This is an optimization exercise on Yosys and OpenROAD, whose aim is small area, not a production implementation. In this exercise RTL edits were held to simulation tests only and were not proved equivalent to the original.

==> inputs of trial 58 <==
Design rp_lock_top, start of the top module:
module rp_lock_top (
  input  logic         adc_clk,
  input  logic         rst_n_i,
  input  logic [31:0]  adc_dat_i,
  input  logic         digital_loop_i,
  input  logic [93:0]  pid_cfg_i,
  input  logic [83:0]  limit_cfg_i,
  output logic [13:0]  dac_dat_o,
  output logic         dac_sel_o,
  output logic [3:0]   railed_o
);
rp_sample_pkg::adc_raw_t   [rp_sample_pkg::NUM_CH-1:0] adc_dat;      
assign adc_dat = adc_dat_i;
rp_sample_pkg::sample_t [rp_sample_pkg::NUM_CH-1:0] adc_sample;   
rp_sample_pkg::sample_t [rp_sample_pkg::NUM_CH-1:0] pid_dat;      
rp_sample_pkg::sample_t [rp_sample_pkg::NUM_CH-1:0] lim_dat;      
rp_adc_frontend i_frontend (
  .adc_clk        (adc_clk       ),
  .rst_n_i        (rst_n_i       ),
  .adc_dat_i      (adc_dat       ),
  .loop_dat_i     (lim_dat       ),   
  .digital_loop_i (digital_loop_i),
  .sample_o       (adc_sample    )
);
generate
  for (genvar ch = 0; ch < rp_sample_pkg::NUM_CH; ch++)
  begin : g_ch
    rp_ctrl_pkg::pid_cfg_t   pid_cfg;
    rp_ctrl_pkg::limit_cfg_t limit_cfg;
    rp_ctrl_pkg::railed_t    railed;      
    assign pid_cfg   = pid_cfg_i[ch*47 +: 47];
    assign limit_cfg = limit_cfg_i[ch*42 +: 42];
    assign railed_o[ch*2 +: 2] = railed;
    rp_pid_channel i_pid (
      .adc_clk  (adc_clk       ),
      .rst_n_i  (rst_n_i       ),
      .sample_i (adc_sample[ch]),
      .cfg_i    (pid_cfg       ),
      .railed_i (railed        ),   
      .ctrl_o   (pid_dat[ch]   )
    );
    rp_output_limiter i_limit (
      .adc_clk  (adc_clk        ),
      .rst_n_i  (rst_n_i        ),
      .ctrl_i   (pid_dat[ch]    ),
      .cfg_i    (limit_cfg      ),
      .lim_o    (lim_dat[ch]    ),
      .railed_o (railed         )
    );
  end
endgenerate
rp_dac_formatter i_dac (
  .adc_clk   (adc_clk  ),
  .rst_n_i   (rst_n_i  ),
  .lim_i     (lim_dat  ),
  .dac_dat_o (dac_dat_o),
  .dac_sel_o (dac_sel_o)
);
endmodule
==> module rp_hn, before the edit <==
module rp_hn (
  input  logic a,
  input  logic b,
  output logic s,
  output logic co
);
rp_or2 u_or (.a(a), .b(b), .y(co));
assign s = (a & b) | ~co;
endmodule
export LEC_CHECK = 0
export CAP_MARGIN = 5
export CORE_MARGIN = 2
export CORE_UTILIZATION = 55
export GPL_TIMING_DRIVEN = 0
export SLEW_MARGIN = 5
export SYNTH_HIERARCHICAL = 1
export SYNTH_MINIMUM_KEEP_SIZE = 0
create_clock -name core_clock -period 13.0 [get_ports {adc_clk}]
standard.sh (not shown) runs the stock make flow with config.mk's settings and CLKGATE_MAP_FILE= SYNTH_SCRIPT=/design/flow/synth_recipe.tcl, a recipe that flattens the netlist after the stock synthesis.
==> flow/flow/run.sh <==
#!/bin/bash
# Layout flow: the standard ORFS flow (standard.sh, with its unchanged synthesis), with
#  - the buffers Yosys/ABC inserted removed at floorplan (repair_design later buffers what
#    the placed design needs),
#  - the port buffers that global placement inserts made of the smallest buffer cell, and
#  - clock tree synthesis without dummy load cells (ORFS's CTS arguments otherwise).
# make's full output goes to flow_make.log; each ORFS step logs under orfs/logs/.
set -euo pipefail
cd "$(dirname "$0")/.."
bash standard.sh \
  REMOVE_ABC_BUFFERS=1 \
  BUFFER_PORTS_ARGS="-buffer_cell sky130_fd_sc_hd__buf_1" \
  CTS_ARGS="-sink_clustering_enable -repair_clock_nets -dont_use_dummy_load" \
  finish > flow_make.log 2>&1
==> build 19: changes against trial 58 <==
--- a/flow/design.v
+++ b/flow/design.v
@@ -3025,4 +3025,11 @@
 );
-rp_or2 u_or (.a(a), .b(b), .y(co));
-assign s = (a & b) | ~co;
+rp_or2  u_or (.a(a), .b(b), .y(co));
+rp_xn2  u_xn (.a(a), .b(b), .y(s));
+endmodule
+module rp_xn2 (
+  input  logic a,
+  input  logic b,
+  output logic y
+);
+assign y = ~(a ^ b);
 endmodule
- CORE_UTILIZATION: 55 -> 40
==> build 6: changes against trial 58 <==
--- a/flow/flow/run.sh
+++ b/flow/flow/run.sh
@@ -2,4 +2,2 @@
 # Layout flow: the standard ORFS flow (standard.sh, with its unchanged synthesis), with
-#  - the buffers Yosys/ABC inserted removed at floorplan (repair_design later buffers what
-#    the placed design needs),
 #  - the port buffers that global placement inserts made of the smallest buffer cell, and
@@ -10,3 +8,2 @@
 bash standard.sh \
-  REMOVE_ABC_BUFFERS=1 \
   BUFFER_PORTS_ARGS="-buffer_cell sky130_fd_sc_hd__buf_1" \
- CORE_UTILIZATION: 55 -> 40
- GPL_TIMING_DRIVEN: 0 -> default
==> build 87: changes against trial 58 <==
--- a/flow/design.v
+++ b/flow/design.v
@@ -3025,4 +3025,11 @@
 );
-rp_or2 u_or (.a(a), .b(b), .y(co));
-assign s = (a & b) | ~co;
+rp_or2  u_or (.a(a), .b(b), .y(co));
+rp_xn2  u_xn (.a(a), .b(b), .y(s));
+endmodule
+module rp_xn2 (
+  input  logic a,
+  input  logic b,
+  output logic y
+);
+assign y = ~(a ^ b);
 endmodule
==> flow/flow/run.sh (replaced) <==
#!/bin/bash
# Layout flow: the standard ORFS flow (standard.sh, with its unchanged synthesis), with
#  - the buffers Yosys/ABC inserted removed at floorplan (repair_design later buffers what
#    the placed design needs),
#  - the port buffers that global placement inserts made of the smallest buffer cell,
#  - after placement repair, cells on paths with spare slack sized down (flow/recover.tcl),
#  - clock tree synthesis without dummy load cells, from clkbuf_8 leaf buffers driving small clusters.
# make's full output goes to flow_make.log; each ORFS step logs under orfs/logs/.
set -euo pipefail
cd "$(dirname "$0")/.."
bash standard.sh \
  REMOVE_ABC_BUFFERS=1 \
  BUFFER_PORTS_ARGS="-buffer_cell sky130_fd_sc_hd__buf_1" \
  POST_RESIZE_TCL="$PWD/flow/recover.tcl" \
  CTS_ARGS="-sink_clustering_enable -repair_clock_nets -dont_use_dummy_load -root_buf sky130_fd_sc_hd__clkbuf_16 -buf_list sky130_fd_sc_hd__clkbuf_8 -sink_clustering_size 10 -sink_clustering_max_diameter 60" \
  finish > flow_make.log 2>&1
==> flow/flow/recover.tcl (new file) <==
# After placement repair: downsize cells on paths that have slack to spare (the
# resizer's power recovery), so that cells Yosys/ABC sized up for speed shrink back.
log_cmd estimate_parasitics -placement
log_cmd repair_timing -recover_power 100 -setup_margin 0.5
report_worst_slack
- CORE_UTILIZATION: 55 -> 40
==> summary of the runs <==
Design area, highest first: build 6, build 19, trial 58, build 87.
Between build 87 and trial 58, the lower area after synthesis is in build 87 (gap 0.28%, measured against trial 58).
Against build 87, the worst setup slack of trial 58 is worse by 22 ps.
Sequential share of layout area, highest first: build 87, trial 58, build 19, build 6.
Build 6 ran to the end with no violations. Build 19 completed without violations. Trial 58 finished with timing, DRC and antenna clean. Build 87 completed without violations.
Between build 19 and trial 58, the lower non-clock buffer count is in trial 58 (gap 2).
Utilization: build 87 < build 19 < build 6 < trial 58.

afterwards: timing with drivers on the ports:
The results above use ideal ports. As a check the final layouts listed here were re-extracted and re-timed, cells and wires unchanged. Step 1, drivers: a clkbuf_16 drives adc_clk and a buf_2 each remaining input, both assumed. Step 2 also shifts input and output timing later by t, the mid clock arrival at the registers, as if the neighbouring blocks saw the same clock. Slacks: ideal / step 1 / step 2; pairs: ideal / step 1.
| run | t, ns | setup WS [ns] | worst setup path after step 2 |
|---|---|---|---|
| trial 58 | 0.537 | 0.445 / 0.480 / -0.057 | input to register |
| build 19 | 0.546 | 0.612 / 0.643 / 0.098 | input to register |
| build 6 | 0.552 | 0.791 / 0.781 / 0.228 | input to register |
| build 87 | 0.494 | 0.468 / 0.492 / -0.002 | input to register |
Met with ideal ports but missed after step 2: setup timing in trial 58 and build 87. The setup slack of build 6, which loses most, moves by -0.010 ns with the drivers and by -0.563 ns with both steps.
